Context: an optimization exercise on an open-source flow, tuned for small area, a short achievable clock period and few clock cycles per item. The choices shown serve that exercise and are no tape-out recipe.
Where RTL was checked, it was by simulation tests only, not by an equivalence proof against the original.
The RTL of runs 2 to 4 was laid out without a check of its function.
No activity file was given, so power comes from the tool's default toggle rates.

**flow/run.sh**
```bash
#!/bin/bash
# synth_recipe.tcl (not shown) runs the flow's synth.tcl, then flattens the netlist and writes it again
# the make line also repeats each setting of config.mk as NAME=value (left out here)
make -C /OpenROAD-flow-scripts/flow DESIGN_CONFIG=/design/flow/config.mk WORK_HOME=/design/flow/orfs CLKGATE_MAP_FILE= SYNTH_SCRIPT=/design/flow/synth_recipe.tcl finish
```
**flow/config.mk**
```make
export PLATFORM = sky130hd
export DESIGN_NAME = signed_int32_divider
export DESIGN_NICKNAME = signed_int32_divider
export VERILOG_FILES = /design/flow/design.v
export SDC_FILE = /design/flow/constraint.sdc
export NUM_CORES = 4
export LEC_CHECK = 0
export CAP_MARGIN = 20
export CORE_MARGIN = 2
export CORE_UTILIZATION = 40
export SLEW_MARGIN = 20
```
**flow/constraint.sdc**
```tcl
create_clock -name core_clock -period 4.4 [get_ports {i_clk}]
set_input_delay 0.8800 -clock core_clock [delete_from_list [all_inputs] [get_ports {i_clk}]]
set_output_delay 0.8800 -clock core_clock [all_outputs]
set_load 0.01 [all_outputs]
```
**flow/design.v**
```verilog
module signed_int32_divider (
    input  logic        i_clk,
    input  logic        i_rst_n,
    input  logic        i_req_valid,
    output logic        o_req_ready,
    input  logic [31:0] i_req_numerator,
    input  logic [31:0] i_req_denominator,
    output logic        o_rsp_valid,
    input  logic        i_rsp_ready,
    output logic [31:0] o_rsp_quotient,
    output logic [1:0]  o_rsp_status
);
    localparam logic [1:0] ST_OK   = 2'd0;
    localparam logic [1:0] ST_OVF  = 2'd1;
    localparam logic [1:0] ST_DIV0 = 2'd2;
    logic        r_idle;    
    logic        r_setup;   
    logic        r_iter;    
    logic        r_done;    
    logic [31:0] r_rem;     
    logic [31:0] r_den;     
    logic [31:0] r_quot;    
    logic [4:0]  r_cnt;     
    logic        r_neg;     
    logic [1:0]  r_status;
    logic        take;
    logic [31:0] n_abs;
    logic [31:0] d_abs;
    assign take  = r_idle & i_req_valid;
    assign n_abs = i_req_numerator[31]   ? (~i_req_numerator + 32'd1)   : i_req_numerator;
    assign d_abs = i_req_denominator[31] ? (~i_req_denominator + 32'd1) : i_req_denominator;
    function automatic logic [5:0] clz32(input logic [31:0] x);
        clz32 = 6'd32;
        for (int i = 0; i < 32; i++) begin
            if (x[i]) clz32 = 31 - i;
        end
    endfunction
    logic [5:0]  clz_n;
    logic [5:0]  clz_d;
    logic [6:0]  kdiff;     
    logic        k_neg;
    logic [4:0]  k;
    logic [31:0] d_al;
    logic        s_div0;
    logic        s_ovf;
    assign clz_n  = clz32(r_rem);
    assign clz_d  = clz32(r_den);
    assign kdiff  = {1'b0, clz_d} - {1'b0, clz_n};
    assign k_neg  = kdiff[6];
    assign k      = kdiff[4:0];
    assign d_al   = r_den << k;
    assign s_div0 = (r_den == 32'd0);
    assign s_ovf  = (r_rem == 32'h8000_0000) & (r_den == 32'd1) & ~r_neg;
    logic [32:0] diff;
    logic        ge;
    logic        last;
    logic [31:0] q_next;
    logic [31:0] q_neg;
    assign diff   = {1'b0, r_rem} - {1'b0, r_den};
    assign ge     = ~diff[32];
    assign last   = (r_cnt == 5'd0);
    assign q_next = {r_quot[30:0], ge};
    assign q_neg  = ~q_next + 32'd1;
    always_ff @(posedge i_clk) begin
        if (!i_rst_n) begin
            r_idle  <= 1'b1;
            r_setup <= 1'b0;
            r_iter  <= 1'b0;
            r_done  <= 1'b0;
        end else begin
            if (take) begin
                r_idle  <= 1'b0;
                r_setup <= 1'b1;
            end
            if (r_setup) begin
                r_setup <= 1'b0;
                if (s_div0 | s_ovf | k_neg) r_done <= 1'b1;
                else                        r_iter <= 1'b1;
            end
            if (r_iter & last) begin
                r_iter <= 1'b0;
                r_done <= 1'b1;
            end
            if (r_done & i_rsp_ready) begin
                r_done <= 1'b0;
                r_idle <= 1'b1;
            end
        end
    end
    always_ff @(posedge i_clk) begin
        if (take) begin
            r_rem <= n_abs;
            r_den <= d_abs;
            r_neg <= i_req_numerator[31] ^ i_req_denominator[31];
        end else if (r_setup) begin
            r_den    <= d_al;
            r_cnt    <= k;
            r_quot   <= s_ovf ? 32'h7FFF_FFFF : 32'd0;
            r_status <= s_div0 ? ST_DIV0 : (s_ovf ? ST_OVF : ST_OK);
        end else if (r_iter) begin
            if (ge) r_rem <= diff[31:0];
            r_den  <= r_den >> 1;
            r_cnt  <= r_cnt - 5'd1;
            r_quot <= (last & r_neg) ? q_neg : q_next;
        end
    end
    assign o_req_ready    = r_idle;
    assign o_rsp_valid    = r_done;
    assign o_rsp_quotient = r_quot;
    assign o_rsp_status   = r_status;
endmodule
```
==> key figures, run 1 <==
Critical path
  • Worst Path Max Fanout: 6
  • CP Data Required Time: 4.53 ns
  • Arrival time worst endpoint: 4.67 ns
  • CP startpoint kind: flip-flop
  • Worst setup EP type: flip-flop
  • WS Path Type: reg -> reg
  • CP max stage delay: 0.54 ns
  • Cell family with most CP delay: compound AO/OA/AOI/OAI gates
  • Buffers & Inverters on Critical Path: 2
  • Slowest cell on the critical path: fa_2
  • Worst-path cell chain: nor2b_2 -> o21ai_1 -> a21oi_1 -> o21ai_1 -> a21oi_2 -> o2111ai_2 -> a311oi_2 -> o2111ai_1 -> a221o_1 -> ha_2 -> inv_2 -> fa_2 -> buf_6 -> mux4_2 -> mux2i_2 -> mux2i_2 -> o211ai_1 -> o211a_1 -> a21oi_2

Drt
  • DRT iter0 DRCs: 835
  • Total wire length: 33.2 mm
  • WL/cell: 19.2 um
  • 1st-pass router iterations: 6
  • Vias post-DR: 10.1k
  • Antenna Violating Nets Remaining: 0
  • Via density: 5.83
  • Drt drc: 0

Logic synthesis
  • Syn Area/Cell: 8.49 um^2
  • Post-synth EDFFs: 104
  • Synth Net Count: 1322
  • Post-synth ARST share: 0%
  • Sequential element share of the synthesized area: 31.2%
  • Yosys reg bits: 108
  • Netlist cell types: 67
  • Synth Cell Area: 10300 um^2
  • Yosys warning total: 1
  • Main synth FF type: edfxtp_1
  • Mapped Cells: 1210

Placement
  • Gpl congestion: 0.936
  • # port buffers: 103
  • Area of placed instances: 12400 um^2
  • DP HPWL: 25.2 mm
  • Dpl ws: -0.218 ns

STA
  • TNS Setup: -1.78 ns
  • Slew HR: 30.9%
  • Final setup violation count: 24
  • Slew Limit Fails: 0
  • Clock skew: 0.0123 ns
  • Minimum clock period: 4.54 ns
  • Hold Vio Cnt, Final: 0
  • Tcrit/Tclk final: 103%
  • RSZ-0062 raised after global routing: true
  • Max Freq: 220 MHz
  • Worst slew pin tran: 1.03 ns
  • Final setup margin: -0.143 ns

Status
  • Status: finished with violations
  • SO Viols: setup timing

CTS
  • CTS root buffer: clkbuf_16
  • Sink Count: 108
  • H-tree levels: 3
  • Clk buf depth: 2
  • CTS tree: yes
  • Worst skew pair latency: 0.38 ns
  • Clk pin slew, worst setup/hold paths: 0.08 ns
  • Clock buffer count from CTS: 9
  • Hold buffer count at CTS: 0

Floorplanning
  • Top Ports: 104
  • DIE AREA: 27000 um^2
  • Die X: 164 um
  • Std cell rows: 58
  • Core ar.: 25200 um^2
  • Die Height: 164 um
  • Initial core utilization: 40.8%

Layout
  • Number of diodes: 0
  • Share of layout cells above drive strength 1: 17.3%
  • Commonest non-fill, non-tap cell in the layout: nand2_1
  • Layout area overhead: 28.8%
  • Design Area, Final: 13200 um^2
  • Most frequent cells in the layout: 123 x nand2_1, 113 x buf_4, 108 x a21oi_1
  • Final net count: 1507

Global route
  • Vias in the first global route: 9724
  • Initial antenna violation count: 0
  • GRT Residual Overflow: 0
  • First-pass GRT wire length: 52.3 mm
  • GRT Util Overall: 24.7%
  • Largest net degree at the start of global routing: 59

Pwr
  • PD cells: 787 nW/um^2
  • Leak: 0.00490 uW
  • Tot Pwr: 10400 uW
  • Peak supply drop: 436 uV

Worst hold path
  • Hold/Removal Path Class: reg -> reg

Job
  • Max-cap violation count: 0
[power by group]
group | switching, uW | internal (uW)
clock network | 451 | 465
registers | 291 | 1500
logic | 4090 | 3620
total | 4840 | 5580
[metrics by stage]
stage	std cells	util (%)	hold slack, ns
after floorplan	1210	-	0.510
after global placement	1686	49.2	0.540
after detailed placement	1686	49.1	0.535
after CTS	1720	51.5	0.560
after global routing	1730	52.6	0.586
final	1730	52.6	0.550
[tightest hold or removal path: stages, from the launching register on]
cell      delay (ns)
dfxtp_1         0.35
nand2b_1        0.08
nand3_1         0.07
[layer usage]
metal  vias to the layer above  global-route usage, %  share of wire [%]
met4                         0                   9.85                3.3
met3                        59                   2.63                4.4
met2                       317                   42.7                 49
met1                      4799                   31.6                 43
li1                       4914                      -                  -
met5                         -                      0                  0
[synth_stat cells, types with 14 or more instances]
| library cell | instances | share of area [%] |
|---|---|---|
| o211ai_1 | 22 | 1.6 |
| mux2i_1 | 30 | 2.9 |
| nand2_1 | 128 | 4.7 |
| inv_1 | 58 | 2.1 |
| o31ai_1 | 31 | 2.3 |
| xnor2_1 | 60 | 5.1 |
| nand3_1 | 26 | 1.3 |
| nor2_1 | 98 | 3.6 |
| or3_1 | 17 | 1.0 |
| nor3_1 | 25 | 1.2 |
| a211oi_1 | 19 | 1.4 |
| nand2b_1 | 15 | 0.91 |
| o21ai_0 | 97 | 4.7 |
| edfxtp_1 | 104 | 30 |
| ha_1 | 42 | 5.1 |
| nor4_1 | 14 | 0.85 |
| a21oi_1 | 113 | 5.5 |
| xor2_1 | 61 | 5.2 |
| mux4_2 | 17 | 3.7 |
| clkbuf_1 | 50 | 1.8 |
[logic make-up after synthesis]
| group | Yosys count | synth area share [%] |
|---|---|---|
| AND/OR/NAND/NOR | 383 | 18.0 |
| flip-flops | 108 | 31.2 |
| adder cells (fa/ha/maj) | 44 | 5.50 |
| XOR/XNOR | 121 | 10.3 |
| buffers and inverters | 117 | 4.27 |
| multiplexers | 48 | 6.76 |
| AO/OA/AOI/OAI | 389 | 24.0 |
[final cells by class]
cell class	count	area, um^2
Timing Repair Buffer	232	2110
Clock inverter	7	103
Multi-Input combinational cell	985	6960
Clock buffer	9	225
Sequential cell	108	3200
Inverter	59	221
Fill cell	2357	11900
Tap cell	330	413
[state kept, by name, summed over array words and instances (netlist names)]
| register | flops |
|---|---|
| r_setup | 1 |
| r_den | 32 |
| r_quot | 32 |
| r_idle | 1 |
| r_iter | 1 |
| r_done | 1 |
| r_rem | 32 |
| r_cnt | 5 |
| r_status | 2 |
| r_neg | 1 |
[final timing paths]
kind                            slack, ns  cells past startpoint                start             endpoint
worst max register to register      -0.14                     19   r_den[1]$_DFFE_PP_  r_den[30]$_DFFE_PP_
worst max-delay path                -0.14                     19   r_den[1]$_DFFE_PP_  r_den[30]$_DFFE_PP_
worst min register to register       0.55                      2  r_idle$_SDFFE_PP1P_  r_idle$_SDFFE_PP1P_
worst min-delay path                 0.55                      2  r_idle$_SDFFE_PP1P_  r_idle$_SDFFE_PP1P_
[repair_timing]
| item | 4_1_cts | 5_1_grt |
|---|---|---|
| setup endpoints to repair | 26 | 34 |
| pin swaps | 14 | 32 |
| resized for setup | 42 | 60 |
| buffers inserted | 18 | 10 |
Testbench counts, summed over its fixed seeds: cycles 21,063, items 2,400.
==> run 2, diff against run 1 <==
==> flow/design.v (replaced) <==
module signed_int32_divider (
    input  logic        i_clk,
    input  logic        i_rst_n,
    input  logic        i_req_valid,
    output logic        o_req_ready,
    input  logic [31:0] i_req_numerator,
    input  logic [31:0] i_req_denominator,
    output logic        o_rsp_valid,
    input  logic        i_rsp_ready,
    output logic [31:0] o_rsp_quotient,
    output logic [1:0]  o_rsp_status
);
    localparam logic [1:0] ST_OK   = 2'd0;
    localparam logic [1:0] ST_OVF  = 2'd1;
    localparam logic [1:0] ST_DIV0 = 2'd2;
    logic        r_idle;    
    logic        r_setup;   
    logic        r_iter;    
    logic        r_done;    
    logic [31:0] r_rem;     
    logic [31:0] r_den;     
    logic        r_cin;     
    logic [31:0] r_quot;    
    logic [4:0]  r_cnt;     
    logic        r_neg;     
    logic [1:0]  r_status;
    logic [5:0]  r_cn;      
    logic [5:0]  r_cd;      
    logic        r_pn;      
    logic        r_pd;      
    function automatic logic [5:0] clz32(input logic [31:0] x);
        clz32 = 6'd32;
        for (int i = 0; i < 32; i++) begin
            if (x[i]) clz32 = 31 - i;
        end
    endfunction
    function automatic logic negpow2(input logic [31:0] x);
        negpow2 = x[31] & ~|(~x[31:1] & x[30:0]);
    endfunction
    logic        take;
    logic        nneg;
    logic        dneg;
    logic [31:0] n_abs;
    logic [31:0] n_mag1;    
    logic [31:0] d_mag1;
    assign take   = r_idle & i_req_valid;
    assign nneg   = i_req_numerator[31];
    assign dneg   = i_req_denominator[31];
    assign n_abs  = nneg ? (~i_req_numerator + 32'd1) : i_req_numerator;
    assign n_mag1 = i_req_numerator ^ {32{nneg}};
    assign d_mag1 = i_req_denominator ^ {32{dneg}};
    logic [6:0]  kdiff;
    logic        k_neg;
    logic [4:0]  k;
    logic [31:0] d_al;
    assign kdiff = {1'b0, r_cd} - {1'b0, r_cn} + {6'd0, r_pn} - {6'd0, r_pd};
    assign k_neg = kdiff[6];
    assign k     = kdiff[4:0];
    always_comb begin
        d_al = r_den;
        for (int s = 0; s < 5; s++) begin
            if (k[s]) d_al = (d_al << (1 << s)) | ({32{r_cin}} >> (32 - (1 << s)));
        end
    end
    logic [32:0] sum;
    logic        ge;
    logic        last;
    assign sum  = {1'b0, r_rem} + {1'b0, r_den} + {32'd0, r_cin};
    assign ge   = sum[32];
    assign last = (r_cnt == 5'd0);
    always_ff @(posedge i_clk) begin
        if (!i_rst_n) begin
            r_idle  <= 1'b1;
            r_setup <= 1'b0;
            r_iter  <= 1'b0;
            r_done  <= 1'b0;
        end else begin
            if (take) begin
                r_idle  <= 1'b0;
                r_setup <= 1'b1;
            end
            if (r_setup) begin
                r_setup <= 1'b0;
                if ((r_status != ST_OK) | k_neg) r_done <= 1'b1;
                else                             r_iter <= 1'b1;
            end
            if (r_iter & last) begin
                r_iter <= 1'b0;
                r_done <= 1'b1;
            end
            if (r_done & i_rsp_ready) begin
                r_done <= 1'b0;
                r_idle <= 1'b1;
            end
        end
    end
    always_ff @(posedge i_clk) begin
        if (take) begin
            r_rem    <= n_abs;
            r_den    <= dneg ? i_req_denominator : ~i_req_denominator;
            r_cin    <= ~dneg;
            r_neg    <= nneg ^ dneg;
            r_cn     <= clz32(n_mag1);
            r_cd     <= clz32(d_mag1);
            r_pn     <= negpow2(i_req_numerator);
            r_pd     <= negpow2(i_req_denominator);
            if (i_req_denominator == 32'd0)
                r_status <= ST_DIV0;
            else if (i_req_numerator == 32'h8000_0000 && i_req_denominator == 32'hFFFF_FFFF)
                r_status <= ST_OVF;
            else
                r_status <= ST_OK;
        end else if (r_setup) begin
            r_den  <= d_al;
            r_cnt  <= k;
            r_quot <= (r_status == ST_OVF) ? 32'h7FFF_FFFF : 32'd0;
        end else if (r_iter) begin
            if (ge) r_rem <= sum[31:0];
            r_den  <= {1'b1, r_den[31:1]};
            r_cnt  <= r_cnt - 5'd1;
            r_quot <= {r_quot[30:0], ge};
        end
    end
    assign o_req_ready    = r_idle;
    assign o_rsp_valid    = r_done;
    assign o_rsp_quotient = r_neg ? (~r_quot + 32'd1) : r_quot;
    assign o_rsp_status   = r_status;
endmodule
==> run 2 against run 1 <==
  * The run now finishes clean
  * Count of clock-buffer cells in the layout rose by 8
  * Final cell count rose by 12%
  * Register-to-register slack improved by 0.39 ns
  * Cell area rose by 6.0%
  * Synthesized cell count rose by 23%
  * Sequential share of layout area rose by 1.8 points
  * First-iteration DRC count rose by 41%
  * Maximum frequency rose by 6.8%
  * Die area rose by 16%
  * Flip-flop and latch count rose by 15
  * Critical path type is now reg -> out
  * Largest power group unchanged
  * Highest routed layer unchanged
==> key figures, run 2 <==
Status
  • Status: timing/DRC/antenna clean

Logic synthesis
  • Synth cell count leaders: 166 x nand2_1, 139 x o21ai_0, 129 x nor2_1, 119 x edfxtp_1, 117 x a21oi_1
  • Post-synth EDFFs: 119 (+14%)
  • Synth Area in Compound Gates: 24.4% (+0.37 points)
  • Simple-Gate Fraction of Synth Area: 18.1% (+0.11 points)
  • Yosys warning total: 1 (unchanged)
  • Syn Area/Cell: 8.05 um^2 (-5.2%)
  • Post-synth ARST share: 0% (unchanged)
  • Netlist cell types: 73 (+9.0%)
  • Mapped Cells: 1483 (+23%)
  • Main synth FF type: edfxtp_1
  • Yosys reg bits: 123 (+14%)
  • Largest family of logic cells by synthesized area: compound AO/OA/AOI/OAI gates
  • Post-synthesis mux area share: 4.78% (-2.0 points)
  • Share of the synthesized area in the top cell type: 29.9% (-0.45 points)
  • Synth Cell Area: 11900 um^2 (+16%)
  • Synth Net Count: 1609 (+22%)
  • Post-synthesis xor/xnor area fraction: 9.32% (-0.99 points)
  • Sequential element share of the synthesized area: 30.6% (-0.56 points)
  • Top-count cell post-synth: nand2_1
  • Post-Synth Adder-Cell Area: 6.39% (+0.89 points)
  • Synth top area cells: edfxtp_1 30%, o21ai_0 5.8%, xnor2_1 5.8%
  • Leading area contributor after synthesis: edfxtp_1

Floorplanning
  • Die X: 177 um (+7.6%)
  • DIE AREA: 31200 um^2 (+16%)
  • Std cell rows: 63 (+8.6%)
  • Top Ports: 104 (unchanged)
  • Die Height: 177 um (+7.6%)
  • Initial core utilization: 40.5% (-0.32 points)
  • Core ar.: 29500 um^2 (+17%)

Layout
  • Multi-input logic area: 7580 um^2 (+8.8%)
  • Number of diodes: 0 (unchanged)
  • Regs by FF count: r_den x32, r_quot x32, r_rem x32
  • Sequential cell area: 3650 um^2 (+14%)
  • Share of layout cells above drive strength 1: 8.11% (-9.2 points)
  • Design Area, Final: 14000 um^2 (+6.0%)
  • # fillers: 2920 (+24%)
  • Most frequent cells in the layout: 165 x nand2_1, 136 x o21ai_0, 128 x nor2_1
  • Fin cells: 1944 (+12%)
  • Commonest non-fill, non-tap cell in the layout: nand2_1
  • Final net count: 1667 (+11%)
  • Layout area overhead: 17.6%

Critical path
  • Arrival time worst endpoint: 3.37 ns (-1.30 ns)
  • CP max stage delay: 0.48 ns (-0.06 ns)
  • WS Path Type: reg -> out
  • Worst setup EP type: output port
  • Reg2reg setup slack: 0.25 ns (+0.39 ns)
  • Slowest cell on the critical path: or4_4
  • Reg2Reg Depth: 17 (-2)
  • Critical Path Most Common Cell: or3_4
  • Worst Path Max Fanout: 4 (-2)
  • Buffers & Inverters on Critical Path: 1 (-1)
  • Cell family with most CP delay: simple AND/OR/NAND/NOR gates
  • FF-to-FF End: r_rem[0]$_DFFE_PP_
  • CP Data Required Time: 3.52 ns (-1.01 ns)
  • Worst-path cell chain: nor4_4 -> nand3_2 -> or3_4 -> or3_4 -> nand2b_4 -> or4_4 -> o21ai_1 -> xnor2_1 -> clkdlybuf4s15_1
  • FF-to-FF Start: r_den[0]$_DFFE_PP_
  • CP startpoint kind: flip-flop

Drt
  • 1st-pass router iterations: 5 (-1)
  • Total wire length: 36.1 mm (+8.7%)
  • Drt drc: 0 (unchanged)
  • Antenna Violating Nets Remaining: 0 (unchanged)
  • Vias post-DR: 11.2k (+11%)
  • DRT iter0 DRCs: 1174 (+41%)
  • Via density: 5.78 (-0.84%)
  • WL/cell: 18.6 um (-3.2%)

Worst hold path
  • Hold Startpoint: r_idle$_SDFFE_PP1P_
  • Hold/Removal Path Class: reg -> reg
  • Hold depth: 2 (unchanged)
  • Worst hold endpoint: r_idle$_SDFFE_PP1P_

CTS
  • H-tree levels: 4 (+1)
  • Hold buffer count at CTS: 0 (unchanged)
  • CTS root buffer: clkbuf_16
  • Clk pin slew, worst setup/hold paths: 0.06 ns (-0.02 ns)
  • Sink Count: 123 (+14%)
  • Clk buf depth: 2 (unchanged)
  • Clock buffer count from CTS: 17 (+8)
  • Worst skew pair latency: 0.43 ns (+0.05 ns)
  • CTS tree: yes

Global route
  • GRT Util Overall: 23.4% (-1.3 points)
  • GRT Residual Overflow: 0 (unchanged)
  • First-pass GRT wire length: 57.6 mm (+10%)
  • Initial antenna violation count: 0 (unchanged)
  • Largest net degree at the start of global routing: 64 (+8.5%)
  • Vias in the first global route: 10.6k (+9.4%)

Pwr
  • Power share of the sequential group: 28.6% (+12 points)
  • Design internal power: 3500 uW (-37%)
  • Logic pwr share: 48.2% (-26 points)
  • Tot Pwr: 5870 uW (-44%)
  • Peak supply drop: 341 uV (-22%)
  • Clock share of power: 23.2% (+14 points)
  • Leak: 0.00539 uW (+9.9%)
  • NetSw: 2380 uW (-51%)
  • PD cells: 418 nW/um^2 (-47%)
  • Switching part of the total power: 40.5% (-6.0 points)

STA
  • RSZ-0062 raised after global routing: false
  • TNS Setup: 0 ns (+1.78 ns)
  • Slew HR: 30.5% (-0.39 points)
  • Max Freq: 235 MHz (+6.8%)
  • Hold Vio Cnt, Final: 0 (unchanged)
  • Final setup margin: 0.147 ns (+0.290 ns)
  • Slew Limit Fails: 0 (unchanged)
  • Worst slew pin tran: 1.04 ns (+0.0122 ns)
  • Final setup violation count: 0 (-100%)
  • Tcrit/Tclk final: 96.7% (-6.6 points)
  • Clock skew: 0.0111 ns (-0.00118 ns)
  • Minimum clock period: 4.25 ns (-0.290 ns)

Placement
  • Area of placed instances: 13400 um^2 (+8.3%)
  • Dpl ws: 0.147 ns (+0.365 ns)
  • DP HPWL: 27.4 mm (+8.4%)
  • Gpl congestion: 0.982 (+4.8%)
  • # port buffers: 103 (unchanged)
  • Placed insts: 1907 (+13%)

Job
  • Max-cap violation count: 0 (unchanged)
[run 2: changes by cell type in the layout (fill, tap and decap cells not counted), moves of 13 or more]
| cell | previous run | this run |
|---|---|---|
| a21o_1 | 8 | 29 |
| buf_4 | 113 | 41 |
| edfxtp_1 | 104 | 119 |
| inv_1 | 56 | 88 |
| mux2i_1 | 16 | 30 |
| nand2_1 | 123 | 165 |
| nor2_1 | 95 | 128 |
| o21ai_0 | 70 | 136 |
| o21ai_1 | 25 | 4 |
| o31ai_1 | 30 | 16 |
| xnor2_1 | 58 | 79 |
| xor2_1 | 60 | 47 |
[run 2: cells by family (layout without fill, tap and decap cells)]
family | count (synthesis) | after routing
and+or+nand+nor | 466 | 466
AOI/OAI and AO/OA | 462 | 462
buffers and inverters | 202 | 273
xor gates and xnor gates | 127 | 127
DFF | 123 | 123
adders and majority gates | 58 | 58
muxes | 45 | 45
[run 2: worst max-delay path by stage]
stage | startpoint | end | slack [ns] | cells after the start
6_report | r_quot[6]$_DFFE_PP_ | o_rsp_quotient[30] | 0.15 | 9
3_5_place_dp | i_req_numerator[0] | r_cn[0]$_DFFE_PP_ | 0.15 | 13
4_1_cts | r_quot[3]$_DFFE_PP_ | o_rsp_quotient[29] | 0.006 | 9
2_1_floorplan | r_cin$_DFFE_PP_ | r_rem[0]$_DFFE_PP_ | 0.30 | 16
5_1_grt | r_quot[6]$_DFFE_PP_ | o_rsp_quotient[26] | 0.007 | 9
3_3_place_gp | i_req_numerator[0] | r_cn[0]$_DFFE_PP_ | 0.23 | 13
[run 2: per-stage QoR]
| step | util, % | hold WS, ns |
|---|---|---|
| floorplan | - | 0.520 |
| detailed placement | 45.4 | 0.506 |
| finish | 47.6 | 0.519 |
| global route | 47.6 | 0.558 |
| CTS | 47.4 | 0.522 |
| global placement | 45.4 | 0.504 |
[run 2: worst reg2reg max path: stages (launching register included)]
cell and delay [ns]:
edfxtp_1 0.46, inv_2 0.13, fa_1 0.20, inv_1 0.06, fa_1 0.40, a21o_1 0.19
a21oi_2 0.17, o21bai_1 0.08, a21oi_1 0.21, o21bai_1 0.12, a221o_1 0.38, o31a_1 0.37
a31o_1 0.29, o2bb2ai_1 0.19, a21oi_1 0.17, o2bb2ai_1 0.08, a21o_1 0.21, buf_12 0.18
[run 2: power by group through the flow]
stage               combinational [uW]  sequential (uW)  clock [uW]
finish                            2830             1680        1360
global route                      3120             1690        1440
CTS                               2800             1680        1380
detailed placement                2770             1700           0
global placement                  2760             1700           0
floorplan                         1990             1620           0
[run 2: what timing repair did]
item / in CTS / in global routing
endpoints found under the setup margin: 5 / 39
buffers inserted: 3 / 2
pin swaps: 1 / 2
resized for setup: 7 / 18
[run 2: routing by layer]
layer	track usage (%)	wire, um
met1	31.9	16500
met2	37.8	16400
met5	0	0
met4	7.99	1010
met3	3.82	2200
[run 2: final cells by class]
cell class                      count  share of cell area [%]
Inverter                           93                    2.49
Multi-Input combinational cell   1158                    54.0
Timing Repair Buffer              148                    10.0
Clock buffer                       17                    3.03
Sequential cell                   123                    26.0
Tap cell                          390                    3.48
Clock inverter                     15                   0.998
==> run 3, diff against run 2 <==
--- a/flow/config.mk
+++ b/flow/config.mk
@@ -9,3 +9,4 @@
 export CORE_MARGIN = 2
 export CORE_UTILIZATION = 40
+export SETUP_SLACK_MARGIN = 0.5
 export SLEW_MARGIN = 20
==> run 3 against run 2 <==
  * Hold slack improved by 0.0029 ns
  * Setup slack got worse by 0.040 ns
  * Clock skew rose by 0.00093 ns
  * Sequential power barely moved
  * Critical path depth did not move
  * Clock power barely moved
  * Highest routed layer unchanged
  * Largest power group unchanged
  * Still clean on timing, DRC and antenna
  * Sequential share of layout area fell by 0.50 points
  * Via count rose by 1.9%
  * Non-clock buffer count rose by 16
  * Global-route usage barely moved
  * Maximum frequency fell by 0.94%
  * Critical endpoint is now o_rsp_quotient[26]
  * Total power rose by 2.1%
==> key figures, run 3 <==
Critical path
  • FF-to-FF Start: r_cn[0]$_DFFE_PP_
  • CP Data Required Time: 3.52 ns (about the same)
  • CP startpoint kind: flip-flop
  • Reg2reg setup slack: 0.67 ns (+0.42 ns)
  • Arrival time worst endpoint: 3.41 ns (+0.04 ns)
  • WS Path Type: reg -> out
  • Worst Path Max Fanout: 4 (unchanged)
  • FF-to-FF End: r_den[29]$_DFFE_PP_
  • Worst setup EP type: output port
  • Reg2Reg Depth: 15 (-2)

Worst hold path
  • Hold/Removal Path Class: reg -> reg
  • Hold Startpoint: r_done$_SDFFE_PP0P_
  • Worst hold endpoint: r_idle$_SDFFE_PP1P_
  • Hold depth: 2 (unchanged)

Floorplanning
  • Initial core utilization: 40.5% (unchanged)
  • Core ar.: 29500 um^2 (unchanged)
  • DIE AREA: 31200 um^2 (unchanged)
  • Std cell rows: 63 (unchanged)
  • Die Height: 177 um (unchanged)
  • Die X: 177 um (unchanged)
  • Top Ports: 104 (unchanged)

Global route
  • Initial antenna violation count: 1 (+1)
  • Vias in the first global route: 10.6k (-0.63%)
  • GRT Util Overall: 23.5% (+0.032 points)
  • GRT Residual Overflow: 0 (unchanged)
  • First-pass GRT wire length: 57.3 mm (-0.49%)
  • Largest net degree at the start of global routing: 66 (+3.1%)

Logic synthesis
  • Yosys reg bits: 123 (unchanged)
  • Synth cell count leaders: 166 x nand2_1, 139 x o21ai_0, 129 x nor2_1, 119 x edfxtp_1, 117 x a21oi_1
  • Main synth FF type: edfxtp_1
  • Synth Net Count: 1609 (unchanged)
  • Top-count cell post-synth: nand2_1
  • Netlist cell types: 73 (unchanged)
  • Largest family of logic cells by synthesized area: compound AO/OA/AOI/OAI gates
  • Syn Area/Cell: 8.05 um^2 (unchanged)
  • Yosys warning total: 1 (unchanged)
  • Leading area contributor after synthesis: edfxtp_1
  • Post-synthesis xor/xnor area fraction: 9.32% (unchanged)
  • Post-synth ARST share: 0% (unchanged)
  • Simple-Gate Fraction of Synth Area: 18.1% (unchanged)
  • Sequential element share of the synthesized area: 30.6% (unchanged)
  • Post-Synth Adder-Cell Area: 6.39% (unchanged)
  • Post-synth EDFFs: 119 (unchanged)
  • Synth top area cells: edfxtp_1 30%, o21ai_0 5.8%, xnor2_1 5.8%
  • Mapped Cells: 1483 (unchanged)
  • Synth Cell Area: 11900 um^2 (unchanged)
  • Share of the synthesized area in the top cell type: 29.9% (unchanged)
  • Synth Area in Compound Gates: 24.4% (unchanged)
  • Post-synthesis mux area share: 4.78% (unchanged)

Drt
  • DRT iter0 DRCs: 998 (-15%)
  • Drt drc: 0 (unchanged)
  • Antenna Violating Nets Remaining: 0 (unchanged)
  • Vias post-DR: 11.5k (+1.9%)
  • 1st-pass router iterations: 6 (+1)
  • Via density: 5.83 (+0.85%)
  • WL/cell: 18.9 um (+1.8%)
  • Total wire length: 37.1 mm (+2.8%)

Job
  • Max-cap violation count: 0 (unchanged)

Layout
  • Final core occ: 48.6% (+0.93 points)
  • Final net count: 1686 (+1.1%)
  • Layout area overhead: 19.9%
  • Most frequent cells in the layout: 163 x nand2_1, 136 x o21ai_0, 128 x nor2_1
  • Regs by FF count: r_den x32, r_quot x32, r_rem x32
  • Share of layout cells above drive strength 1: 10.4% (+2.3 points)
  • Commonest non-fill, non-tap cell in the layout: nand2_1

STA
  • Slew Limit Fails: 0 (unchanged)
  • Hold Vio Cnt, Final: 0 (unchanged)
  • TNS Setup: 0 ns (unchanged)
  • Minimum clock period: 4.29 ns (+0.0404 ns)
  • Worst slew pin tran: 1.18 ns (+0.138 ns)
  • Clock skew: 0.0120 ns (+0.000935 ns)
  • Worst hold margin: 0.522 ns (+0.00287 ns)
  • RSZ-0062 raised after global routing: true
  • Max Freq: 233 MHz (-0.94%)
  • Final setup violation count: 0 (unchanged)
  • Slew HR: 21.3% (-9.2 points)
  • Tcrit/Tclk final: 97.6% (+0.92 points)

CTS
  • Clock buffer count from CTS: 17 (unchanged)
  • H-tree levels: 4 (unchanged)
  • CTS tree: yes
  • CTS root buffer: clkbuf_16
  • Sink Count: 123 (unchanged)
  • Clk buf depth: 2 (unchanged)
  • Worst skew pair latency: 0.43 ns (about the same)
  • Clk pin slew, worst setup/hold paths: 0.06 ns (about the same)

Status
  • Status: timing/DRC/antenna clean

Placement
  • Gpl congestion: 0.939 (-4.3%)
  • DP HPWL: 27.1 mm (-1.1%)
  • # port buffers: 103 (unchanged)

Pwr
  • Peak supply drop: 299 uV (-12%)
  • PD cells: 419 nW/um^2 (+0.11%)
  • Leak: 0.00551 uW (+2.2%)
run 3: cell count changes in the layout (fill, tap and decap cells not counted), moves of 3 or more:
| cell | delta |
|---|---|
| a21o_4 | +4 |
| buf_2 | +6 |
| buf_6 | +3 |
| buf_12 | -3 |
| buf_4 | +15 |
run 3: timing repair:
| action | 4_1_cts | 5_1_grt |
|---|---|---|
| endpoints found under the setup margin | 64 | 71 |
| hold buffers | 0 | 0 |
| pin swaps | 12 | 12 |
| buffers inserted | 7 | 11 |
| cloned | 3 | 1 |
| gates resized for setup | 38 | 29 |
run 3: worst max path at each step:
| stage | cells after the start | start | slack, ns | endpoint |
|---|---|---|---|---|
| 6_report | 9 | r_quot[6]$_DFFE_PP_ | 0.11 | o_rsp_quotient[26] |
| 5_1_grt | 9 | r_quot[5]$_DFFE_PP_ | 0.004 | o_rsp_quotient[26] |
| 4_1_cts | 9 | r_quot[4]$_DFFE_PP_ | 0.14 | o_rsp_quotient[26] |
| 3_5_place_dp | 10 | i_req_numerator[4] | 0.15 | r_rem[30]$_DFFE_PP_ |
| 3_3_place_gp | 10 | i_req_numerator[4] | 0.17 | r_rem[30]$_DFFE_PP_ |
| 2_1_floorplan | 16 | r_cin$_DFFE_PP_ | 0.57 | r_rem[0]$_DFFE_PP_ |
run 3: cell type report:
cell class | instances | area (um^2)
Fill cell | 2896 | 15200
Antenna cell | 1 | 2.50
Tap cell | 390 | 488
Timing Repair Buffer | 164 | 1500
Inverter | 93 | 349
Clock buffer | 17 | 425
Sequential cell | 123 | 3650
Clock inverter | 15 | 141
Multi-Input combinational cell | 1161 | 7760
run 3: metal layers:
metal	GRT usage (%)	share of wire [%]	up-vias
met5	0	0	-
met4	9.92	3.7	0
met1	31.6	44	5387
met2	37.4	45	438
met3	3.84	6.4	74
li1	-	-	5555
run 3: cell families after synthesis:
kind of cell	after synthesis
flip-flops	123
adder cells (fa/ha/maj)	58
AO/OA/AOI/OAI	462
AND/OR/NAND/NOR	466
multiplexers	45
buffers and inverters	202
XOR/XNOR	127
run 3: worst max-delay path, cell delays in order (launching register included):
cell,delay (ns)
edfxtp_1,0.42
nor4_4,0.38
nand3_2,0.15
or3_4,0.40
or3_4,0.38
nand2b_4,0.16
or4_4,0.56
o41ai_4,0.24
xnor2_1,0.15
buf_2,0.15
run 3: stage by stage:
| step | area, um^2 | power (uW) | setup slack, ns | instances |
|---|---|---|---|---|
| floorplan | 11900 | 3610 | 0.566 | 1483 |
| global placement | 13400 | 4430 | 0.165 | 1909 |
| CTS | 14100 | 5880 | 0.138 | 1951 |
| global route | 14300 | 6370 | 0.00446 | 1963 |
| detailed placement | 13400 | 4460 | 0.154 | 1909 |
| finish | 14300 | 6000 | 0.106 | 1964 |
run 3: power by group:
part,internal (uW),switching [uW],total (uW)
sequential,1520,163,1680
clock,784,575,1360
combinational,1260,1690,2950
total,3560,2430,6000
==> run 4, diff against run 3 <==
--- a/flow/config.mk
+++ b/flow/config.mk
@@ -9,4 +9,4 @@
 export CORE_MARGIN = 2
 export CORE_UTILIZATION = 40
-export SETUP_SLACK_MARGIN = 0.5
+export SETUP_SLACK_MARGIN = 1.0
 export SLEW_MARGIN = 20
==> run 4 against run 3 <==
  * Count of clock-buffer cells in the layout did not move
  * Total power increased by 26%
  * Final cell count increased by 2.7%
  * Setup slack improved by 0.072 ns
  * Core utilization rose by 6.2 points
  * Synthesized area unchanged
  * Die area is the same
  * Critical path type unchanged
  * Highest routed layer unchanged
==> key figures, run 4 <==
Status
  • Status: timing/DRC/antenna clean

Pwr
  • Power share of the sequential group: 22.5% (-5.6 points)
  • Leak: 0.00621 uW (+13%)
  • NetSw: 3120 uW (+28%)
  • Switching part of the total power: 41.4% (+0.85 points)
  • Logic pwr share: 56.9% (+7.6 points)
  • Clock share of power: 20.6% (-2.1 points)
  • Peak supply drop: 306 uV (+2.2%)
  • Design internal power: 4420 uW (+24%)
  • PD cells: 467 nW/um^2 (+12%)

CTS
  • Sink Count: 123 (unchanged)
  • H-tree levels: 4 (unchanged)
  • Clk buf depth: 2 (unchanged)
  • Clk pin slew, worst setup/hold paths: 0.06 ns (about the same)
  • Worst skew pair latency: 0.43 ns (about the same)
  • CTS tree: yes
  • CTS root buffer: clkbuf_16
  • Clock buffer count from CTS: 17 (unchanged)

Critical path
  • FF-to-FF Start: r_cin$_DFFE_PP_
  • CP Data Required Time: 3.52 ns (about the same)
  • Reg2reg setup slack: 0.68 ns (about the same)
  • Worst setup EP type: output port
  • Cell family with most CP delay: simple AND/OR/NAND/NOR gates
  • Buffers & Inverters on Critical Path: 2 (+1)
  • Worst Path Max Fanout: 5 (+1)
  • WS Path Type: reg -> out
  • Stages on worst setup path: 10 (+1)
  • FF-to-FF End: r_rem[14]$_DFFE_PP_
  • Critical Path Most Common Cell: or3_4
  • Reg2Reg Depth: 16 (+1)
  • Slowest cell on the critical path: edfxtp_1
  • Arrival time worst endpoint: 3.34 ns (-0.07 ns)
  • CP max stage delay: 0.49 ns (-0.07 ns)
  • Worst-path cell chain: nor4_4 -> nand3_2 -> or3_4 -> or3_4 -> nand2b_4 -> or4_4 -> buf_6 -> o41ai_4 -> xnor2_1 -> buf_2
  • Critical Path Start: r_quot[3]$_DFFE_PP_
  • CP startpoint kind: flip-flop

Global route
  • First-pass GRT wire length: 61.1 mm (+6.6%)
  • GRT Residual Overflow: 0 (unchanged)
  • GRT Util Overall: 24.8% (+1.3 points)
  • Vias in the first global route: 11.0k (+3.9%)
  • Largest net degree at the start of global routing: 65 (-1.5%)
  • Initial antenna violation count: 0 (-1)

Logic synthesis
  • Sequential element share of the synthesized area: 30.6% (unchanged)
  • Post-synth EDFFs: 119 (unchanged)
  • Synth Cell Area: 11900 um^2 (unchanged)
  • Post-synth ARST share: 0% (unchanged)
  • Synth top area cells: edfxtp_1 30%, o21ai_0 5.8%, xnor2_1 5.8%
  • Yosys reg bits: 123 (unchanged)
  • Top-count cell post-synth: nand2_1
  • Leading area contributor after synthesis: edfxtp_1
  • Main synth FF type: edfxtp_1
  • Synth Net Count: 1609 (unchanged)
  • Mapped Cells: 1483 (unchanged)
  • Synth cell count leaders: 166 x nand2_1, 139 x o21ai_0, 129 x nor2_1, 119 x edfxtp_1, 117 x a21oi_1
  • Share of the synthesized area in the top cell type: 29.9% (unchanged)
  • Netlist cell types: 73 (unchanged)
  • Syn Area/Cell: 8.05 um^2 (unchanged)
  • Yosys warning total: 1 (unchanged)

STA
  • Slew HR: 32.1% (+11 points)
  • RSZ-0062 raised after global routing: true
  • Worst hold margin: 0.520 ns (-0.00164 ns)
  • Worst slew pin tran: 1.02 ns (-0.164 ns)
  • Clock skew: 0.0104 ns (-0.00161 ns)
  • Tcrit/Tclk final: 95.9% (-1.6 points)
  • Max Freq: 237 MHz (+1.7%)
  • Slew Limit Fails: 0 (unchanged)
  • Final setup violation count: 0 (unchanged)
  • Minimum clock period: 4.22 ns (-0.0720 ns)
  • TNS Setup: 0 ns (unchanged)
  • Final setup margin: 0.178 ns (+0.0720 ns)
  • Hold Vio Cnt, Final: 0 (unchanged)

Drt
  • Via density: 5.99 (+2.7%)
  • Drt drc: 0 (unchanged)
  • WL/cell: 20.6 um (+9.0%)
  • Antenna Violating Nets Remaining: 0 (unchanged)
  • Vias post-DR: 12.1k (+5.5%)
  • DRT iter0 DRCs: 1252 (+25%)
  • Total wire length: 41.6 mm (+12%)
  • 1st-pass router iterations: 5 (-1)

Job
  • Max-cap violation count: 0 (unchanged)

Floorplanning
  • Std cell rows: 63 (unchanged)
  • Initial core utilization: 40.5% (unchanged)
  • Core ar.: 29500 um^2 (unchanged)
  • DIE AREA: 31200 um^2 (unchanged)
  • Die X: 177 um (unchanged)
  • Top Ports: 104 (unchanged)
  • Die Height: 177 um (unchanged)

Worst hold path
  • Hold/Removal Path Class: reg -> reg
  • Hold Startpoint: r_idle$_SDFFE_PP1P_
  • Hold depth: 2 (unchanged)
  • Worst hold endpoint: r_idle$_SDFFE_PP1P_

Placement
  • Gpl congestion: 0.954 (+1.6%)
  • DP HPWL: 27.2 mm (+0.40%)
  • Placed insts: 1892 (-0.89%)
  • Dpl ws: 0.166 ns (+0.0116 ns)
  • # port buffers: 103 (unchanged)

Layout
  • Regs by FF count: r_den x32, r_quot x32, r_rem x32
  • Share of layout cells above drive strength 1: 23.8% (+13 points)
  • # fillers: 2566 (-11%)
  • Fin cells: 2018 (+2.7%)
  • Most frequent cells in the layout: 142 x nand2_1, 119 x edfxtp_1, 111 x nor2_1
  • Commonest non-fill, non-tap cell in the layout: nand2_1
  • Multi-input logic area: 8810 um^2 (+14%)
  • Final core occ: 54.8% (+6.2 points)
  • Final net count: 1741 (+3.3%)
  • Number of diodes: 0 (-1)
  • Layout area overhead: 35.2%
  • Sequential cell area: 3650 um^2 (unchanged)
[run 4: cell count changes in the layout (fill, tap and decap cells not counted), moves of 16 or more]
cell,previous run,this run
clkdlybuf4s50_1,91,73
nor2_1,128,111
buf_6,3,22
a21oi_2,4,21
nand2_1,163,142
a21oi_1,115,92
buf_4,56,72
o21ai_1,3,24
o21ai_0,136,99
[run 4: power groups by stage]
| stage | logic (uW) | registers, uW | clock network (uW) |
|---|---|---|---|
| final | 4290 | 1700 | 1550 |
| after global routing | 4560 | 1710 | 1620 |
| after CTS | 3380 | 1680 | 1560 |
| after detailed placement | 2700 | 1710 | 0 |
| after global placement | 2690 | 1710 | 0 |
| after floorplan | 2010 | 1620 | 0 |
[run 4: through the flow]
stage	total power, uW	instance area (um^2)
3_3_place_gp	4400	13300
6_report	7540	16100
5_1_grt	7880	16100
4_1_cts	6620	15000
3_5_place_dp	4410	13300
2_1_floorplan	3630	12000
[run 4: worst min-delay path, stage by stage (launching register included)]
cell and delay, ns:
dfxtp_1 0.33, nand2b_1 0.07, nand3_1 0.07
[run 4: worst max path at each step]
stage / endpoint / slack, ns
5_1_grt: o_rsp_quotient[26] / 0.05
2_1_floorplan: r_rem[0]$_DFFE_PP_ / 0.79
4_1_cts: o_rsp_quotient[26] / 0.09
6_report: o_rsp_quotient[26] / 0.18
3_3_place_gp: o_rsp_quotient[26] / 0.21
3_5_place_dp: o_rsp_quotient[26] / 0.17
[run 4: layer usage]
metal  global-route usage, %  vias to the layer above  wire, um
li1                        -                     5673         -
met1                    33.8                     5693     17500
met2                    40.0                      604     19400
met3                    3.67                      115      3270
met4                    8.85                        0      1440
met5                       0                        -         0
[run 4: timing repair]
item                                    CTS  global route
endpoints found under the setup margin  101           104
hold buffers                              0             0
gates resized for setup                 194           204
setup buffers                            43            39
pin swaps                                49            78
gates cloned                              9             2
endpoints found under the hold margin     0             0
[run 4: cell type report]
class	instances	share of cell area [%]
clock buffers	17	2.64
clock inverters	15	1.33
inverters	93	2.27
multi-input cells	1161	54.6
flip-flops and latches	123	22.6
well taps	390	3.02
repair buffers	217	13.3
repair inverters	2	0.202
[run 4: cell families (layout without fill, tap and decap cells)]
kind of cell    after synthesis  count (layout)  share of synthesized area, %
fa+ha+maj                    58              58                          6.39
flops                       123             123                          30.6
compound gates              462             465                          24.4
xor+xnor                    127             127                          9.32
buf+inv                     202             344                          6.43
mux                          45              45                          4.78
simple gates                466             466                          18.1
==> run 5, diff against run 4 <==
--- a/flow/design.v
+++ b/flow/design.v
@@ -25,13 +25,31 @@
     logic        r_neg;     
     logic [1:0]  r_status;
-    logic [5:0]  r_cn;      
-    logic [5:0]  r_cd;      
-    logic        r_pn;      
-    logic        r_pd;      
     function automatic logic [5:0] clz32(input logic [31:0] x);
-        clz32 = 6'd32;
-        for (int i = 0; i < 32; i++) begin
-            if (x[i]) clz32 = 31 - i;
+        logic [15:0] z1;
+        logic [15:0] c1;
+        logic [7:0]  z2;
+        logic [15:0] c2;
+        logic [3:0]  z3;
+        logic [11:0] c3;
+        logic [1:0]  z4;
+        logic [7:0]  c4;
+        for (int i = 0; i < 16; i++) begin
+            z1[i] = ~(x[2*i+1] | x[2*i]);
+            c1[i] = ~x[2*i+1];
         end
+        for (int i = 0; i < 8; i++) begin
+            z2[i]       = z1[2*i+1] & z1[2*i];
+            c2[2*i +: 2] = z1[2*i+1] ? {1'b1, c1[2*i]} : {1'b0, c1[2*i+1]};
+        end
+        for (int i = 0; i < 4; i++) begin
+            z3[i]        = z2[2*i+1] & z2[2*i];
+            c3[3*i +: 3] = z2[2*i+1] ? {1'b1, c2[4*i +: 2]} : {1'b0, c2[4*i+2 +: 2]};
+        end
+        for (int i = 0; i < 2; i++) begin
+            z4[i]        = z3[2*i+1] & z3[2*i];
+            c4[4*i +: 4] = z3[2*i+1] ? {1'b1, c3[6*i +: 3]} : {1'b0, c3[6*i+3 +: 3]};
+        end
+        if (z4[1] & z4[0]) clz32 = 6'd32;
+        else               clz32 = z4[1] ? {2'b01, c4[3:0]} : {2'b00, c4[7:4]};
     endfunction
     function automatic logic negpow2(input logic [31:0] x);
@@ -44,4 +62,8 @@
     logic [31:0] n_mag1;    
     logic [31:0] d_mag1;
+    logic        s_div0;
+    logic        s_ovf;
+    logic [6:0]  kdiff;
+    logic        k_neg;
     assign take   = r_idle & i_req_valid;
     assign nneg   = i_req_numerator[31];
@@ -50,11 +72,12 @@
     assign n_mag1 = i_req_numerator ^ {32{nneg}};
     assign d_mag1 = i_req_denominator ^ {32{dneg}};
-    logic [6:0]  kdiff;
-    logic        k_neg;
+    assign s_div0 = (i_req_denominator == 32'd0);
+    assign s_ovf  = (i_req_numerator == 32'h8000_0000) & (i_req_denominator == 32'hFFFF_FFFF);
+    assign kdiff  = {1'b0, clz32(d_mag1)} - {1'b0, clz32(n_mag1)}
+                  + {6'd0, negpow2(i_req_numerator)} - {6'd0, negpow2(i_req_denominator)};
+    assign k_neg  = kdiff[6];
     logic [4:0]  k;
     logic [31:0] d_al;
-    assign kdiff = {1'b0, r_cd} - {1'b0, r_cn} + {6'd0, r_pn} - {6'd0, r_pd};
-    assign k_neg = kdiff[6];
-    assign k     = kdiff[4:0];
+    assign k = r_cnt;
     always_comb begin
         d_al = r_den;
@@ -78,10 +101,10 @@
             if (take) begin
                 r_idle  <= 1'b0;
-                r_setup <= 1'b1;
+                if (s_div0 | s_ovf | k_neg) r_done  <= 1'b1;
+                else                        r_setup <= 1'b1;
             end
             if (r_setup) begin
                 r_setup <= 1'b0;
-                if ((r_status != ST_OK) | k_neg) r_done <= 1'b1;
-                else                             r_iter <= 1'b1;
+                r_iter  <= 1'b1;
             end
             if (r_iter & last) begin
@@ -101,18 +124,9 @@
             r_cin    <= ~dneg;
             r_neg    <= nneg ^ dneg;
-            r_cn     <= clz32(n_mag1);
-            r_cd     <= clz32(d_mag1);
-            r_pn     <= negpow2(i_req_numerator);
-            r_pd     <= negpow2(i_req_denominator);
-            if (i_req_denominator == 32'd0)
-                r_status <= ST_DIV0;
-            else if (i_req_numerator == 32'h8000_0000 && i_req_denominator == 32'hFFFF_FFFF)
-                r_status <= ST_OVF;
-            else
-                r_status <= ST_OK;
+            r_cnt    <= kdiff[4:0];
+            r_quot   <= s_ovf ? 32'h7FFF_FFFF : 32'd0;
+            r_status <= s_div0 ? ST_DIV0 : (s_ovf ? ST_OVF : ST_OK);
         end else if (r_setup) begin
             r_den  <= d_al;
-            r_cnt  <= k;
-            r_quot <= (r_status == ST_OVF) ? 32'h7FFF_FFFF : 32'd0;
         end else if (r_iter) begin
             if (ge) r_rem <= sum[31:0];
--- a/flow/config.mk
+++ b/flow/config.mk
@@ -9,4 +9,3 @@
 export CORE_MARGIN = 2
 export CORE_UTILIZATION = 40
-export SETUP_SLACK_MARGIN = 1.0
 export SLEW_MARGIN = 20
==> run 5 against run 4 <==
  * Cell area shrank 5.6%
  * Die area shrank 0.50%
  * Critical path depth grew 7
  * Sequential power is essentially flat
  * Clock skew grew 0.0026 ns
  * Count of clock-buffer cells in the layout shrank 8
  * Final cell count grew 0.84%
  * Clock power shrank 45%
  * Flip-flop and latch count shrank 14
  * Maximum frequency grew 0.20%
  * Combinational power shrank 27%
  * Sequential share of layout area shrank 1.4 points
  * Largest power group unchanged
==> key figures, run 5 <==
Critical path
  • Worst Path Max Fanout: 3 (-2)
  • Worst setup EP type: flip-flop
  • Arrival time worst endpoint: 4.46 ns (+1.12 ns)
  • CP Data Required Time: 4.65 ns (+1.13 ns)
  • WS Path Type: in -> reg
  • Worst-path cell chain: clkdlybuf4s50_1 -> or4_4 -> o22a_1 -> nand2b_4 -> a21oi_2 -> a31oi_2 -> fa_2 -> inv_2 -> fa_2 -> ha_4 -> a21o_1 -> a21oi_2 -> o21bai_1 -> a21oi_1 -> xnor2_1 -> o31ai_1 -> a21oi_1
  • CP startpoint kind: primary input
  • Slowest cell on the critical path: or4_4
  • Critical Path Start: i_req_numerator[25]
  • Buffers & Inverters on Critical Path: 2 (unchanged)
  • Stages on worst setup path: 17 (+7)
  • CP max stage delay: 0.55 ns (+0.06 ns)
  • Cell family with most CP delay: compound AO/OA/AOI/OAI gates
  • Reg2Reg Depth: 11 (-5)
  • FF-to-FF Start: r_cin$_DFFE_PP_

Logic synthesis
  • Netlist cell types: 83 (+14%)
  • Synth top area cells: edfxtp_1 27%, nand2_1 6.1%, xnor2_1 5.8%
  • Share of the synthesized area in the top cell type: 26.6% (-3.4 points)
  • Syn Area/Cell: 8.29 um^2 (+3.0%)
  • Leading area contributor after synthesis: edfxtp_1
  • Post-synth EDFFs: 105 (-12%)
  • Top-count cell post-synth: nand2_1
  • Yosys warning total: 1 (unchanged)
  • Main synth FF type: edfxtp_1
  • Yosys reg bits: 109 (-11%)
  • Synth Net Count: 1558 (-3.2%)
  • Post-synth ARST share: 0% (unchanged)
  • Synth Cell Area: 11900 um^2 (-0.51%)
  • Sequential element share of the synthesized area: 27.2% (-3.4 points)
  • Mapped Cells: 1432 (-3.4%)
  • Synth cell count leaders: 194 x nand2_1, 132 x o21ai_0, 108 x a21oi_1, 106 x nor2_1, 105 x edfxtp_1

Floorplanning
  • Core ar.: 29400 um^2 (-0.27%)
  • Die X: 176 um (-0.25%)
  • Initial core utilization: 40.4% (-0.10 points)
  • DIE AREA: 31100 um^2 (-0.50%)
  • Top Ports: 104 (unchanged)
  • Std cell rows: 63 (unchanged)
  • Die Height: 176 um (-0.25%)

Layout
  • Most frequent cells in the layout: 193 x buf_4, 191 x nand2_1, 126 x o21ai_0
  • Share of layout cells above drive strength 1: 21.7% (-2.1 points)
  • # fillers: 2754 (+7.3%)
  • Sequential cell area: 3230 um^2 (-12%)
  • Final net count: 1767 (+1.5%)
  • Number of diodes: 0 (unchanged)
  • Multi-input logic area: 8410 um^2 (-4.5%)
  • Commonest non-fill, non-tap cell in the layout: buf_4
  • Layout area overhead: 28.4%
  • Regs by FF count: r_den x32, r_quot x32, r_rem x32
  • Design Area, Final: 15200 um^2 (-5.6%)

Pwr
  • Peak supply drop: 266 uV (-13%)
  • PD cells: 374 nW/um^2 (-20%)
  • Leak: 0.00620 uW (-0.19%)

Drt
  • Total wire length: 38.7 mm (-7.0%)
  • WL/cell: 19.0 um (-7.8%)
  • Antenna Violating Nets Remaining: 0 (unchanged)
  • Via density: 5.85 (-2.3%)
  • DRT iter0 DRCs: 1119 (-11%)
  • Vias post-DR: 11.9k (-1.5%)
  • 1st-pass router iterations: 5 (unchanged)
  • Drt drc: 0 (unchanged)

CTS
  • Clk pin slew, worst setup/hold paths: 0.07 ns (about the same)
  • H-tree levels: 3 (-1)
  • Sink Count: 109 (-11%)
  • CTS root buffer: clkbuf_16
  • Clock buffer count from CTS: 9 (-8)
  • CTS tree: yes
  • Clk buf depth: 2 (unchanged)
  • Hold buffer count at CTS: 0 (unchanged)
  • Worst skew pair latency: 0.37 ns (-0.06 ns)

STA
  • Slew Limit Fails: 0 (unchanged)
  • Clock skew: 0.0130 ns (+0.00257 ns)
  • Worst hold margin: 0.547 ns (+0.0267 ns)
  • Max Freq: 237 MHz (+0.20%)
  • Hold Vio Cnt, Final: 0 (unchanged)
  • Minimum clock period: 4.21 ns (-0.00858 ns)
  • Slew HR: 33.2% (+1.2 points)
  • Final setup violation count: 0 (unchanged)
  • Tcrit/Tclk final: 95.7% (-0.20 points)
  • Worst slew pin tran: 1.00 ns (-0.0149 ns)

Global route
  • GRT Residual Overflow: 0 (unchanged)
  • GRT Util Overall: 24.7% (-0.16 points)
  • Largest net degree at the start of global routing: 85 (+31%)
  • Initial antenna violation count: 0 (unchanged)
  • Vias in the first global route: 11.0k (+0.19%)
  • First-pass GRT wire length: 60.6 mm (-0.93%)

Placement
  • # port buffers: 103 (unchanged)
  • DP HPWL: 29.6 mm (+8.9%)
  • Gpl congestion: 0.957 (+0.25%)
  • Area of placed instances: 14400 um^2 (+8.1%)

Status
  • Status: timing/DRC/antenna clean

Worst hold path
  • Hold Startpoint: r_idle$_SDFFE_PP1P_
  • Hold/Removal Path Class: reg -> reg
  • Hold depth: 2 (unchanged)

Job
  • Max-cap violation count: 0 (unchanged)
## run 5: cell types whose count changed after synthesis, sizes merged, moves of 11 or more
cell    previous run  this run
a21o              29        16
a21oi            119       108
a211oi            23         6
nand2            166       194
nor2             129       106
edfxtp           119       105
clkbuf            86        72
mux4               9        29
inv               91        50
## run 5: metal layers
metal | GRT usage, % | share of wire [%]
met5 | 0 | 0
met4 | 9.19 | 3.7
met1 | 35.4 | 45
met3 | 2.37 | 6.3
met2 | 38.6 | 45
## run 5: cells by family after synthesis
kind of cell | count (synthesis) | share of synthesized area (%)
compound gates | 428 | 23.0
xor+xnor | 119 | 8.78
fa+ha+maj | 58 | 6.43
buf+inv | 157 | 5.30
flops | 109 | 27.2
mux | 78 | 9.76
simple gates | 483 | 19.5
## run 5: final timing paths
| path | endpoint | slack (ns) |
|---|---|---|
| max | r_done$_SDFFE_PP0P_ | 0.19 |
| min | r_idle$_SDFFE_PP1P_ | 0.55 |
| max reg2reg | r_rem[30]$_DFFE_PP_ | 0.63 |
| min reg2reg | r_idle$_SDFFE_PP1P_ | 0.55 |
## run 5: area by class of cell
class                   count  area share (%)
inverters                  52            1.28
multi-input cells        1166            55.2
repair buffers            303            17.1
clock inverters             6           0.476
well taps                 390            3.20
clock buffers               9            1.48
flip-flops and latches    109            21.2
## run 5: worst min-delay path, stage by stage (launching register included)
cell and delay, ns:
dfxtp_1 0.35, nand2b_1 0.08, nand3_1 0.07
## run 5: repair_timing
action / 4_1_cts / 5_1_grt
setup buffers: 5 / 8
setup endpoints to repair: 2 / 3
pin swaps: 22 / 39
gates resized for setup: 41 / 87
## run 5: where the power goes
| group | switching, uW | total (uW) | internal, uW |
|---|---|---|---|
| registers | 257 | 1710 | 1450 |
| clock network | 410 | 857 | 447 |
| logic | 1720 | 3140 | 1410 |
| total | 2390 | 5700 | 3310 |
## run 5: per-stage QoR
stage / util [%] / total power [uW] / TNS, ns / setup WS (ns) / std cells
after floorplan: - / 3770 / 0 / 0.00600 / 1432
after global placement: 49.0 / 4710 / -1.53 / -0.417 / 2006
after CTS: 50.6 / 5640 / 0 / 0.00380 / 2026
after global routing: 51.8 / 6080 / -0.00610 / -0.00610 / 2035
final: 51.8 / 5700 / 0 / 0.187 / 2035
after detailed placement: 49.0 / 4740 / -1.89 / -0.528 / 2006
Testbench counts of run 5, summed over its fixed seeds: cycles 19,860, items 2,400.

what the ideal ports hide:
No port has a modelled driver above. Below, the same layouts with a new extraction and two added sets of constraints. Step 1: set_driving_cell puts a clkbuf_16 on i_clk and a buf_2 on each other input, an assumption about the parent block. Step 2, shift: input delay + t, output delay - t, t = (earliest + latest rising clock arrival at the registers) / 2. This alone moves slack from input paths to output paths. Slacks: ideal ports / drivers / drivers and shift; pairs: ideal ports / drivers.
run	t, ns	slack for setup (ns)	worst register clock-pin slew, ns
run 1	0.418	-0.143 / -0.143 / -0.143	0.09 / 0.09
run 2	0.471	0.147 / 0.099 / 0.162	0.07 / 0.07
run 3	0.475	0.106 / 0.056 / 0.286	0.06 / 0.06
run 4	0.475	0.178 / 0.128 / 0.600	0.06 / 0.06
run 5	0.410	0.187 / 0.216 / -0.194	0.08 / 0.08
Met with ideal ports but missed after step 2: setup timing in run 5. For run 5, which loses most, drivers alone change the setup slack by +0.029 ns; drivers and shift together by -0.381 ns.
